From an optimization exercise on the open Yosys and OpenROAD flow, aimed at small area, a short achievable clock period and few clock cycles per item; shortcuts taken in it are not production practice. Function was checked by simulation only, so behaviour that the tests miss may differ from the original. Power and IR drop assume default switching activity.

==> flow/design.v (excerpt) <==
module cpu_top
(
   input  logic     clk,
   input  logic     reset,
   input  cpu_pkg::word_t    rdata_i,
   output cpu_pkg::mem_req_t mem_o,
   output cpu_pkg::retire_t  retire_o
);
   logic [31:0] pc_f;
   logic        e_v;         
   logic [31:0] e_pc;
   logic [4:0]  e_rd;        
   logic [31:0] a_q, b_q, t_q;
   logic        fa, fb, fs;  
   logic        e_sub, e_uns, e_shr, e_sha;
   logic [2:0]  e_sel;
   logic        e_br, e_jalr, e_lw, e_sw, e_pred;
   logic [2:0]  e_f3;
   logic        m_act;       
   logic        m_we;
   logic [31:0] addr_q;
   logic        w_v;
   logic [31:0] w_pc;
   logic [4:0]  w_rd;
   logic [31:0] res_q;
   logic [31:0] ins;
   logic [4:0]  op;
   logic [2:0]  f3;
   logic        is_lui, is_auipc, is_jal, is_jalr, is_br, is_lw, is_sw, is_opi, is_op;
   logic        wr;
   logic [31:0] imm_i, imm_s, imm_b, imm_u, imm_j;
   logic [31:0] rf1, rf2;
   logic [31:0] pc4_f, tsum;
   logic        pred;
   logic        rf_we;
   logic [4:0]  rf_wa;
   logic [31:0] rf_wd;
   assign ins = rdata_i;
   assign op  = ins[6:2];
   assign f3  = ins[14:12];
   assign is_jal   = op[1];
   assign is_jalr  = op[4] & op[0] & ~op[1];
   assign is_br    = op[4] & ~op[0];
   assign is_lui   = op[2] & op[0] & op[3];
   assign is_auipc = op[2] & op[0] & ~op[3];
   assign is_lw    = ~op[4] & ~op[3] & ~op[2];
   assign is_sw    = ~op[4] & op[3] & ~op[2];
   assign is_opi   = op[2] & ~op[0] & ~op[3];
   assign is_op    = op[2] & ~op[0] & op[3];
   assign wr       = ~(op[3] & ~op[2] & ~op[0]) & (ins[11:7] != 5'd0);
  ...
clock: 10.0 ns
lec_check: 0
cap_margin: 20
core_margin: 2
core_utilization: 40
slew_margin: 20
run.sh (not shown) runs the stock make flow with config.mk's settings and CLKGATE_MAP_FILE= SYNTH_SCRIPT=/design/flow/synth_recipe.tcl, a recipe that flattens the netlist after the stock synthesis.
Testbench counts at the start, summed over its fixed seeds: cycles 26,962, instrs 21,612.
Rerun with:
SETUP_SLACK_MARGIN = 5   (was default)
TNS_END_PERCENT = 100   (was default)
Routed wire length rose by 4.5%.
First-iteration DRC count rose by 3.6%.
Setup slack improved by 1.3 ns.
Worst hold slack improved by 0.0096 ns.
Die area is unchanged.
Via count rose by 2.6%.


The RTL this note starts from:
==> flow/design.v <==
package cpu_pkg;
   typedef logic [31:0] word_t;
   typedef logic [4:0]  reg_idx_t;
   typedef struct packed {
      word_t addr;
      word_t wdata;
      logic  we;
   } mem_req_t;
   typedef struct packed {
      logic     valid;
      word_t    pc;
      reg_idx_t rd;
      word_t    wdata;
   } retire_t;
endpackage
module alu
(
   input  logic [31:0] a_i,
   input  logic [31:0] b_i,
   input  logic        sub_i,      
   input  logic        uns_i,      
   input  logic        sh_right_i,
   input  logic        sh_arith_i,
   input  logic [2:0]  sel_i,      
   output logic [31:0] sum_o,
   output logic        lt_o,
   output logic        eq_o,
   output logic [31:0] res_o
);
   logic [32:0] s;
   logic [31:0] bx;
   logic [31:0] sh_in;
   logic [32:0] sh_ext;
   logic [31:0] sh_out;
   logic [31:0] sh_res;
   assign bx    = sub_i ? ~b_i : b_i;
   assign s     = {1'b0, a_i} + {1'b0, bx} + {32'd0, sub_i};
   assign sum_o = s[31:0];
   assign eq_o  = (a_i == b_i);
   assign lt_o  = uns_i ? ~s[32] : ((a_i[31] ^ b_i[31]) ? a_i[31] : s[31]);
   always_comb begin
      for (int i = 0; i < 32; i++) sh_in[i] = sh_right_i ? a_i[i] : a_i[31 - i];
   end
   assign sh_ext = {sh_arith_i & a_i[31], sh_in};
   assign sh_out = 32'($signed(sh_ext) >>> b_i[4:0]);
   always_comb begin
      for (int i = 0; i < 32; i++) sh_res[i] = sh_right_i ? sh_out[i] : sh_out[31 - i];
   end
   always_comb begin
      case (sel_i)
         3'd0:    res_o = s[31:0];
         3'd1:    res_o = {31'd0, lt_o};
         3'd2:    res_o = a_i ^ b_i;
         3'd3:    res_o = a_i | b_i;
         3'd4:    res_o = a_i & b_i;
         default: res_o = sh_res;
      endcase
   end
endmodule
module reg_file
(
   input  logic        clk,
   input  logic [4:0]  rs1_i,
   input  logic [4:0]  rs2_i,
   input  logic        we_i,
   input  logic [4:0]  rd_i,
   input  logic [31:0] wdata_i,
   output logic [31:0] rdata1_o,
   output logic [31:0] rdata2_o
);
   logic [31:0] regs [1:31];
   always_ff @(posedge clk) begin
      for (int i = 1; i < 32; i++) begin
         if (we_i && rd_i == 5'(i)) regs[i] <= wdata_i;
      end
   end
   always_comb begin
      rdata1_o = '0;
      rdata2_o = '0;
      for (int i = 1; i < 32; i++) begin
         rdata1_o = rdata1_o | ({32{rs1_i == 5'(i)}} & regs[i]);
         rdata2_o = rdata2_o | ({32{rs2_i == 5'(i)}} & regs[i]);
      end
   end
endmodule
module cpu_top
(
   input  logic     clk,
   input  logic     reset,
   input  cpu_pkg::word_t    rdata_i,
   output cpu_pkg::mem_req_t mem_o,
   output cpu_pkg::retire_t  retire_o
);
   logic [31:0] pc_f;        
   logic [31:0] pa_q;        
   logic        e_v;         
   logic [31:0] e_pc;
   logic [4:0]  e_rd;        
   logic [31:0] a_q;         
   logic [31:0] b_q;         
   logic [11:0] i_q;         
   logic [31:0] t_q;         
   logic        fa, fb;      
   logic        e_imm;       
   logic        e_t;         
   logic        e_sub, e_uns, e_shr, e_sha;
   logic [2:0]  e_sel;
   logic        e_br, e_jalr, e_lw, e_sw, e_pred;
   logic [2:0]  e_f3;
   logic        m_act;       
   logic        m_we;
   logic        w_v;
   logic [31:0] w_pc;
   logic [4:0]  w_rd;
   logic        w_we;        
   logic [31:0] res_q;       
   logic [31:0] ins;
   logic [4:0]  op;
   logic [2:0]  f3;
   logic        is_lui, is_auipc, is_jal, is_jalr, is_br, is_lw, is_sw, is_opi, is_op;
   logic        wr;
   logic [31:0] imm_u, imm_bj;
   logic [31:0] rf1, rf2;
   logic [31:0] pc4_f, tsum;
   logic        pred;
   logic        rf_we;
   logic [4:0]  rf_wa;
   logic [31:0] rf_wd;
   assign ins = rdata_i;
   assign op  = ins[6:2];
   assign f3  = ins[14:12];
   assign is_jal   = op[1];
   assign is_jalr  = op[4] & op[0] & ~op[1];
   assign is_br    = op[4] & ~op[0];
   assign is_lui   = op[2] & op[0] & op[3];
   assign is_auipc = op[2] & op[0] & ~op[3];
   assign is_lw    = ~op[4] & ~op[3] & ~op[2];
   assign is_sw    = ~op[4] & op[3] & ~op[2];
   assign is_opi   = op[2] & ~op[0] & ~op[3];
   assign is_op    = op[2] & ~op[0] & op[3];
   assign wr       = ~(op[3] & ~op[2] & ~op[0]) & (ins[11:7] != 5'd0);
   assign imm_u  = {ins[31:12], 12'd0};
   assign imm_bj = is_auipc ? imm_u :
                   is_jal   ? {{11{ins[31]}}, ins[31], ins[19:12], ins[20], ins[30:21], 1'b0} :
                              {{19{ins[31]}}, ins[31], ins[7], ins[30:25], ins[11:8], 1'b0};
   reg_file i_reg_file (
      .clk      (clk),
      .rs1_i    (ins[19:15]),
      .rs2_i    (ins[24:20]),
      .we_i     (rf_we),
      .rd_i     (rf_wa),
      .wdata_i  (rf_wd),
      .rdata1_o (rf1),
      .rdata2_o (rf2)
   );
   assign pc4_f = pc_f + 32'd4;
   assign tsum  = pc_f + imm_bj;
   assign pred  = is_jal | (is_br & ins[31]);
   logic [31:0] opa, opb, alu_b;
   logic [31:0] sum, alu_res, e_res;
   logic        lt, eq, taken, redir;
   logic [31:0] rtarget;
   logic        e_go, e_mem;
   assign e_go  = e_v & ~m_act;
   assign e_mem = e_lw | e_sw;
   assign opa   = fa ? res_q : a_q;
   assign opb   = fb ? res_q : b_q;
   assign alu_b = e_imm ? {{20{i_q[11]}}, i_q} : opb;
   alu i_alu (
      .a_i        (opa),
      .b_i        (alu_b),
      .sub_i      (e_sub),
      .uns_i      (e_uns),
      .sh_right_i (e_shr),
      .sh_arith_i (e_sha),
      .sel_i      (e_sel),
      .sum_o      (sum),
      .lt_o       (lt),
      .eq_o       (eq),
      .res_o      (alu_res)
   );
   logic        br_eq, br_lt;
   assign br_eq   = (opa == opb);
   assign br_lt   = ({~e_f3[1] ^ opa[31], opa[30:0]} < {~e_f3[1] ^ opb[31], opb[30:0]});
   assign taken   = e_f3[2] ? (br_lt ^ e_f3[0]) : (br_eq ^ e_f3[0]);
   assign redir   = e_go & (e_jalr | (e_br & (taken ^ e_pred)));
   assign rtarget = e_jalr ? {sum[31:1], 1'b0} : t_q;
   assign e_res   = e_t ? t_q : alu_res;
   assign rf_we = m_act ? (~m_we & w_we) : (e_go & ~e_mem & (e_rd != 5'd0));
   assign rf_wa = m_act ? w_rd : e_rd;
   assign rf_wd = m_act ? rdata_i : e_res;
   always_ff @(posedge clk) begin
      if (!reset) begin
         pc_f  <= 32'h0000_0000;
         pa_q  <= 32'h0000_0000;
         e_v   <= 1'b0;
         m_act <= 1'b0;
         m_we  <= 1'b0;
         w_v   <= 1'b0;
      end else begin
         if (m_act) begin
            m_act <= 1'b0;
            m_we  <= 1'b0;
            w_v   <= 1'b1;
            pa_q  <= pc_f;
         end else begin
            if (redir)     pc_f <= rtarget;
            else if (pred) pc_f <= tsum;
            else           pc_f <= pc4_f;
            if (e_v & e_mem) pa_q <= sum;
            else if (redir)  pa_q <= rtarget;
            else if (pred)   pa_q <= tsum;
            else             pa_q <= pc4_f;
            e_v   <= ~redir;
            m_act <= e_v & e_mem;
            m_we  <= e_v & e_sw;
            w_v   <= e_v & ~e_mem;
         end
      end
   end
   always_ff @(posedge clk) begin
      if (m_act) begin
         if (!m_we) res_q <= rdata_i;
      end else begin
         e_pc   <= pc_f;
         e_rd   <= wr ? ins[11:7] : 5'd0;
         a_q    <= rf1;
         b_q    <= rf2;
         i_q    <= is_sw ? {ins[31:25], ins[11:7]} : ins[31:20];
         t_q    <= (is_jal | is_jalr | pred) ? pc4_f : is_lui ? imm_u : tsum;
         fa     <= (ins[19:15] == e_rd) & (e_rd != 5'd0) & e_v;
         fb     <= (ins[24:20] == e_rd) & (e_rd != 5'd0) & e_v;
         e_imm  <= ~is_op & ~is_br;
         e_t    <= is_lui | is_auipc | is_jal | is_jalr;
         e_sub  <= is_br | ((is_op | is_opi) & (f3 == 3'b010 || f3 == 3'b011)) | (is_op & f3 == 3'b000 & ins[30]);
         e_uns  <= is_br ? f3[1] : f3[0];
         e_shr  <= f3[2];
         e_sha  <= ins[30];
         e_sel  <= (is_op | is_opi) ? (f3 == 3'b010 || f3 == 3'b011) ? 3'd1 :
                                      (f3 == 3'b100) ? 3'd2 :
                                      (f3 == 3'b110) ? 3'd3 :
                                      (f3 == 3'b111) ? 3'd4 :
                                      (f3 == 3'b000) ? 3'd0 : 3'd5
                                    : 3'd0;
         e_br   <= is_br;
         e_jalr <= is_jalr;
         e_lw   <= is_lw;
         e_sw   <= is_sw;
         e_pred <= pred;
         e_f3   <= f3;
         if (e_v) begin
            res_q  <= e_sw ? opb : e_res;
            w_pc   <= e_pc;
            w_rd   <= e_rd;
            w_we   <= e_rd != 5'd0;
         end
      end
   end
   assign mem_o.addr  = pa_q;
   assign mem_o.wdata = res_q;
   assign mem_o.we    = m_we;
   assign retire_o.valid = w_v;
   assign retire_o.pc    = w_pc;
   assign retire_o.rd    = w_rd;
   assign retire_o.wdata = w_we ? res_q : 32'd0;
endmodule
Settings: LEC_CHECK=0, CAP_MARGIN=20, CORE_MARGIN=2, CORE_UTILIZATION=45, CTS_CLUSTER_DIAMETER=100, CTS_CLUSTER_SIZE=20, SETUP_SLACK_MARGIN=5, SLEW_MARGIN=20, TNS_END_PERCENT=100; clock period 10.0 ns.
standard.sh (not shown) runs the stock make flow with config.mk's settings and CLKGATE_MAP_FILE= SYNTH_SCRIPT=/design/flow/synth_recipe.tcl, a recipe that flattens the netlist after the stock synthesis.
==> flow/flow/run.sh <==
#!/bin/bash
set -euo pipefail
sed "s/SETUP_SLACK_MARGIN=[0-9.]*/SETUP_SLACK_MARGIN=5.5/" standard.sh > standard_tight.sh
bash standard_tight.sh > standard.log 2>&1
Testbench counts at the start, summed over its fixed seeds: cycles 26,962, instrs 21,612.
==> next run, changes <==
==> flow/flow/run.sh (replaced) <==
#!/bin/bash
set -euo pipefail
sed "s/SETUP_SLACK_MARGIN=[0-9.]*/SETUP_SLACK_MARGIN=5.75/" standard.sh > standard_tight.sh
bash standard_tight.sh > standard.log 2>&1
=>
- routed wire length increases by 3.2%
- combinational power went up by 16%
- maximum frequency rises by 2.7%
- register-to-register slack is better by 60 ps
- clock-buffer cell count decreases by 1
- power grows by 5.6%
- core utilization goes up by 2.5 points
- synthesized cell count stays the same
- final area increases by 4.5%
- worst setup slack improved by 120 ps
- hold slack improved by 6.6 ps

==> separate check: timing with driven ports <==
The results above use ideal ports. As a check the final layouts listed here were re-extracted and re-timed, cells and wires unchanged.
Step 1 sets driving cells, clkbuf_16 on the clock port and buf_2 on the other inputs (assumed; they add their load-dependent delay and slew).
Step 2, shift: input delay + t, output delay - t, t = (earliest + latest rising clock arrival at the registers) / 2. This alone moves slack from input paths to output paths.
Slacks: no drivers / after step 1 / after step 2; pairs: no drivers / after step 1.
run	t (ns)	setup slack, ns	hold WS [ns]
the first run of note 1	0.879	3.456 / 3.514 / 2.635	0.403 / 0.403 / 0.403
the second run of note 1	0.880	4.798 / 4.847 / 3.967	0.413 / 0.413 / 0.413
the first run of note 2	0.825	5.329 / 5.382 / 4.557	0.415 / 0.415 / 0.415
the second run of note 2	0.809	5.453 / 5.453 / 4.774	0.422 / 0.422 / 0.422
After both steps setup and hold are still met in every run listed. The setup slack of the second run of note 1, which loses most, moves by +0.049 ns with the drivers and by -0.831 ns with both steps.
